From an optimization exercise on the open Yosys and OpenROAD flow, aimed at small area, a short achievable clock period and few clock cycles; shortcuts taken in it are not production practice. RTL that was checked went through simulation tests only; none was proved equivalent to the original. No activity file was given, so power comes from the tool's default toggle rates.

==> inputs of job 2146 <==
==> flow/design.v <==
module aes_sbox (
    input  logic [7:0] x,
    output logic [7:0] s
);
    localparam logic [2047:0] SBOX_TBL = {
        128'h637c777bf26b6fc53001672bfed7ab76,
        128'hca82c97dfa5947f0add4a2af9ca472c0,
        128'hb7fd9326363ff7cc34a5e5f171d83115,
        128'h04c723c31896059a071280e2eb27b275,
        128'h09832c1a1b6e5aa0523bd6b329e32f84,
        128'h53d100ed20fcb15b6acbbe394a4c58cf,
        128'hd0efaafb434d338545f9027f503c9fa8,
        128'h51a3408f929d38f5bcb6da2110fff3d2,
        128'hcd0c13ec5f974417c4a77e3d645d1973,
        128'h60814fdc222a908846eeb814de5e0bdb,
        128'he0323a0a4906245cc2d3ac629195e479,
        128'he7c8376d8dd54ea96c56f4ea657aae08,
        128'hba78252e1ca6b4c6e8dd741f4bbd8b8a,
        128'h703eb5664803f60e613557b986c11d9e,
        128'he1f8981169d98e949b1e87e9ce5528df,
        128'h8ca1890dbfe6426841992d0fb054bb16
    };
    assign s = SBOX_TBL[{~x, 3'b000} +: 8];
endmodule
module aes_round_stream #(
    parameter int unsigned TAG_W = 4
) (
    input  logic             clk,
    input  logic             rst_n,
    input  logic             sys_en,
    input  logic             in_valid,
    output logic             in_ready,
    input  logic [127:0]     in_state,
    input  logic [127:0]     in_key,
    input  logic             in_last,
    input  logic [TAG_W-1:0] in_tag,
    output logic             out_valid,
    input  logic             out_ready,
    output logic [127:0]     out_state,
    output logic [TAG_W-1:0] out_tag,
    output logic             out_last
);
    function automatic logic [7:0] xtime(input logic [7:0] b);
        xtime = {b[6:0], 1'b0} ^ (b[7] ? 8'h1b : 8'h00);
    endfunction
    logic v2_q, v3_q, vk_q;
    logic en2, en3, enk;
    assign in_ready = ~(v2_q & vk_q);
    assign en3 = sys_en & (~v3_q | out_ready);
    assign enk = sys_en & (~vk_q | out_ready);
    assign en2 = sys_en & (~v2_q | ~vk_q | out_ready);
    always_ff @(posedge clk) begin
        if (!rst_n) begin
            v2_q <= 1'b0;
            v3_q <= 1'b0;
            vk_q <= 1'b0;
        end else begin
            if (en2) v2_q <= in_valid & in_ready;
            if (en3) v3_q <= vk_q | v2_q;
            if (enk) vk_q <= v2_q & (vk_q | (v3_q & ~out_ready));
        end
    end
    logic [7:0]   sb [16];
    logic [127:0] sr_w;
    for (genvar n = 0; n < 16; n++) begin : g_sb
        aes_sbox u_sbox (.x(in_state[127 - 8*n -: 8]), .s(sb[n]));
    end
    for (genvar c = 0; c < 4; c++) begin : g_sr_col
        for (genvar r = 0; r < 4; r++) begin : g_sr_row
            assign sr_w[127 - 8*(4*c + r) -: 8] = sb[4*((c + r) % 4) + r];
        end
    end
    logic [127:0]     s2_sr_q, s2_key_q;
    logic             s2_last_q;
    logic [TAG_W-1:0] s2_tag_q;
    always_ff @(posedge clk) begin
        if (en2) begin
            s2_sr_q   <= sr_w;
            s2_key_q  <= in_key;
            s2_last_q <= in_last;
            s2_tag_q  <= in_tag;
        end
    end
    logic [127:0] ark_w;
    for (genvar c = 0; c < 4; c++) begin : g_mc_col
        logic [7:0] a [4];
        logic [7:0] t;
        for (genvar r = 0; r < 4; r++) begin : g_in
            assign a[r] = s2_sr_q[127 - 8*(4*c + r) -: 8];
        end
        assign t = a[0] ^ a[1] ^ a[2] ^ a[3];
        for (genvar r = 0; r < 4; r++) begin : g_out
            assign ark_w[127 - 8*(4*c + r) -: 8] =
                a[r] ^ s2_key_q[127 - 8*(4*c + r) -: 8] ^
                ({8{~s2_last_q}} & (t ^ xtime(a[r] ^ a[(r + 1) % 4])));
        end
    end
    logic [127:0]     s3_state_q, sk_state_q;
    logic             s3_last_q,  sk_last_q;
    logic [TAG_W-1:0] s3_tag_q,   sk_tag_q;
    always_ff @(posedge clk) begin
        if (en3) begin
            if (vk_q) begin
                s3_state_q <= sk_state_q;
                s3_last_q  <= sk_last_q;
                s3_tag_q   <= sk_tag_q;
            end else begin
                s3_state_q <= ark_w;
                s3_last_q  <= s2_last_q;
                s3_tag_q   <= s2_tag_q;
            end
        end
    end
    always_ff @(posedge clk) begin
        if (enk) begin
            sk_state_q <= ark_w;
            sk_last_q  <= s2_last_q;
            sk_tag_q   <= s2_tag_q;
        end
    end
    assign out_valid = v3_q;
    assign out_state = s3_state_q;
    assign out_tag   = s3_tag_q;
    assign out_last  = s3_last_q;
endmodule
==> flow/flow/run.sh <==
#!/bin/bash
# Layout flow: the standard ORFS flow (standard.sh, unchanged synthesis),
# with the ports buffered by plain buf_2 cells instead of the delay-buffer
# cell ORFS picks by default. Each step's full log stays in orfs/logs/; the
# make output goes to make_finish.log.
set -euo pipefail
export BUFFER_PORTS_ARGS="-buffer_cell sky130_fd_sc_hd__buf_2"
bash standard.sh finish > make_finish.log 2>&1
==> flow/standard.sh <==
#!/bin/bash
# synth_recipe.tcl (not shown) runs the flow's synth.tcl, then flattens the netlist and writes it again
# the make line also repeats each setting of config.mk as NAME=value (left out here)
make -C /OpenROAD-flow-scripts/flow DESIGN_CONFIG=/design/flow/config.mk WORK_HOME=/design/flow/orfs CLKGATE_MAP_FILE= SYNTH_SCRIPT=/design/flow/synth_recipe.tcl "${@:-finish}"
==> flow/config.mk <==
export PLATFORM = sky130hd
export DESIGN_NAME = aes_round_stream
export DESIGN_NICKNAME = aes_round_stream
export VERILOG_FILES = /design/flow/design.v
export SDC_FILE = /design/flow/constraint.sdc
export NUM_CORES = 4
export LEC_CHECK = 0
export ABC_AREA = 1
export CAP_MARGIN = 20
export CORE_MARGIN = 2
export CORE_UTILIZATION = 40
export PLACE_DENSITY = 0.55
export SETUP_SLACK_MARGIN = 2.8
export SLEW_MARGIN = 20
==> flow/constraint.sdc <==
create_clock -name core_clock -period 5.0 [get_ports {clk}]
set_input_delay 1.0000 -clock core_clock [delete_from_list [all_inputs] [get_ports {clk}]]
set_output_delay 1.0000 -clock core_clock [all_outputs]
set_load 0.01 [all_outputs]
==> job 9986 (differences from job 2146) <==
--- a/flow/design.v
+++ b/flow/design.v
@@ -44,19 +44,16 @@
         xtime = {b[6:0], 1'b0} ^ (b[7] ? 8'h1b : 8'h00);
     endfunction
-    logic v2_q, v3_q, vk_q;
-    logic en2, en3, enk;
-    assign in_ready = ~(v2_q & vk_q);
-    assign en3 = sys_en & (~v3_q | out_ready);
-    assign enk = sys_en & (~vk_q | out_ready);
-    assign en2 = sys_en & (~v2_q | ~vk_q | out_ready);
+    logic v2_q, v3_q;
+    logic en2, en3;
+    assign en3      = sys_en & (~v3_q | out_ready);
+    assign en2      = sys_en & (~v2_q | ~v3_q | out_ready);
+    assign in_ready = ~v2_q | ~v3_q | out_ready;
     always_ff @(posedge clk) begin
         if (!rst_n) begin
             v2_q <= 1'b0;
             v3_q <= 1'b0;
-            vk_q <= 1'b0;
         end else begin
-            if (en2) v2_q <= in_valid & in_ready;
-            if (en3) v3_q <= vk_q | v2_q;
-            if (enk) vk_q <= v2_q & (vk_q | (v3_q & ~out_ready));
+            if (en2) v2_q <= in_valid;
+            if (en3) v3_q <= v2_q;
         end
     end
@@ -96,25 +93,12 @@
         end
     end
-    logic [127:0]     s3_state_q, sk_state_q;
-    logic             s3_last_q,  sk_last_q;
-    logic [TAG_W-1:0] s3_tag_q,   sk_tag_q;
+    logic [127:0]     s3_state_q;
+    logic             s3_last_q;
+    logic [TAG_W-1:0] s3_tag_q;
     always_ff @(posedge clk) begin
         if (en3) begin
-            if (vk_q) begin
-                s3_state_q <= sk_state_q;
-                s3_last_q  <= sk_last_q;
-                s3_tag_q   <= sk_tag_q;
-            end else begin
-                s3_state_q <= ark_w;
-                s3_last_q  <= s2_last_q;
-                s3_tag_q   <= s2_tag_q;
-            end
-        end
-    end
-    always_ff @(posedge clk) begin
-        if (enk) begin
-            sk_state_q <= ark_w;
-            sk_last_q  <= s2_last_q;
-            sk_tag_q   <= s2_tag_q;
+            s3_state_q <= ark_w;
+            s3_last_q  <= s2_last_q;
+            s3_tag_q   <= s2_tag_q;
         end
     end
==> flow/flow/run.sh (replaced) <==
#!/bin/bash
# Layout flow: the standard ORFS flow (standard.sh) with two changes:
#  - synthesis skips Yosys's adder extraction (ADDER_MAP_FILE empty), so the
#    S-box decode logic is left to ABC instead of being cut into half-adder
#    cells; registers are untouched by this (it only affects combinational
#    mapping);
#  - the ports are buffered by plain buf_2 cells instead of the delay-buffer
#    cell ORFS picks by default.
# Each ORFS step's full log stays in orfs/logs/; make's output goes to
# make_finish.log.
set -euo pipefail
export ADDER_MAP_FILE=
export BUFFER_PORTS_ARGS="-buffer_cell sky130_fd_sc_hd__buf_2"
bash standard.sh finish > make_finish.log 2>&1
- CORE_UTILIZATION: 40 -> 48
- PLACE_DENSITY: 0.55 -> 0.62
- SETUP_SLACK_MARGIN: 2.8 -> 2.9
==> impl_summary.txt <==
----------------------------------------------------
[Power]
  Clock network power share ... 0.233
  NetSw ... 8.33 mW

[Layout]
  Filler Cell Count ... 11357
  Clock-cell share of area ... 0.0250
  Post-layout net count ... 10906
  Fraction of final layout cells sized beyond drive strength 1 ... 0.203

[Setup path]
  Beginning of the worst register-to-register path ... s2_sr_q[23]

[GRT]
  Number of global-route vias before repair ... 75661
  GR Layer Usage met3 ... 0.213
  Initial antenna violation count ... 21

[STA]
  Final WS setup ... 2.60 ns

[Synth]
  Synth Area in Compound Gates ... 0.136
  Count of distinct cell types in the synthesized netlist ... 44

[Drt]
  Final routed wirelength across all metal layers ... 328000 um

[Status]
  Result of the run ... no timing/DRC/antenna violations

[Placed design]
  Area of placed instances ... 60100 sq um

----------------------------------------------------
Source of the figures above: job 9986

==> impl_summary.txt <==
----------------------------------------------------
[Layout]
  Fraction of final layout cells sized beyond drive strength 1 ... 0.170
  Filler Cell Count ... 18799
  Clock-cell share of area ... 0.0294
  Post-layout net count ... 13099

[Power]
  Clock network power share ... 0.243
  NetSw ... 10.6 mW

[GRT]
  Initial antenna violation count ... 31

[Drt]
  Final routed wirelength across all metal layers ... 395000 um

[Synth]
  Synth Area in Compound Gates ... 0.0963

[Status]
  Result of the run ... no timing/DRC/antenna violations

[STA]
  Final WS setup ... 2.50 ns

[Placed design]
  Area of placed instances ... 74600 sq um

----------------------------------------------------
Source of the figures above: job 2146

Testbench counts of job 9986, summed over its fixed seeds: cycles 2,064.
No functional check of the RTL was part of job 2146.

-- port drivers added, routing unchanged --
How much do the figures lean on ideal ports? The routed layouts below were timed once more, with nothing changed but the port constraints.
Step 1, drivers: a clkbuf_16 drives clk and a buf_2 each remaining input, both assumed.
Step 2 times the ports against the registers' clock, not the clock port: input delays grow and output delays shrink by t, the midpoint of the rising clock arrivals with the driver on.
Three values: no drivers, after step 1, after step 2; two values: the first two.
run	shift t [ns]	setup WS [ns]	hold slack, ns	slew at the worst register clock pin (ns)	worst slew at a driven data input, ns
job 2146	0.790	2.504 / 2.420 / 1.804	0.436 / 0.385 / 0.436	0.07 / 0.07	0.25
job 9986	0.742	2.604 / 2.534 / 1.949	0.426 / 0.426 / 0.426	0.08 / 0.08	0.19
After both steps every run listed still meets setup and hold. For job 2146, which loses most, drivers alone change the setup slack by -0.084 ns; drivers and shift together by -0.700 ns.
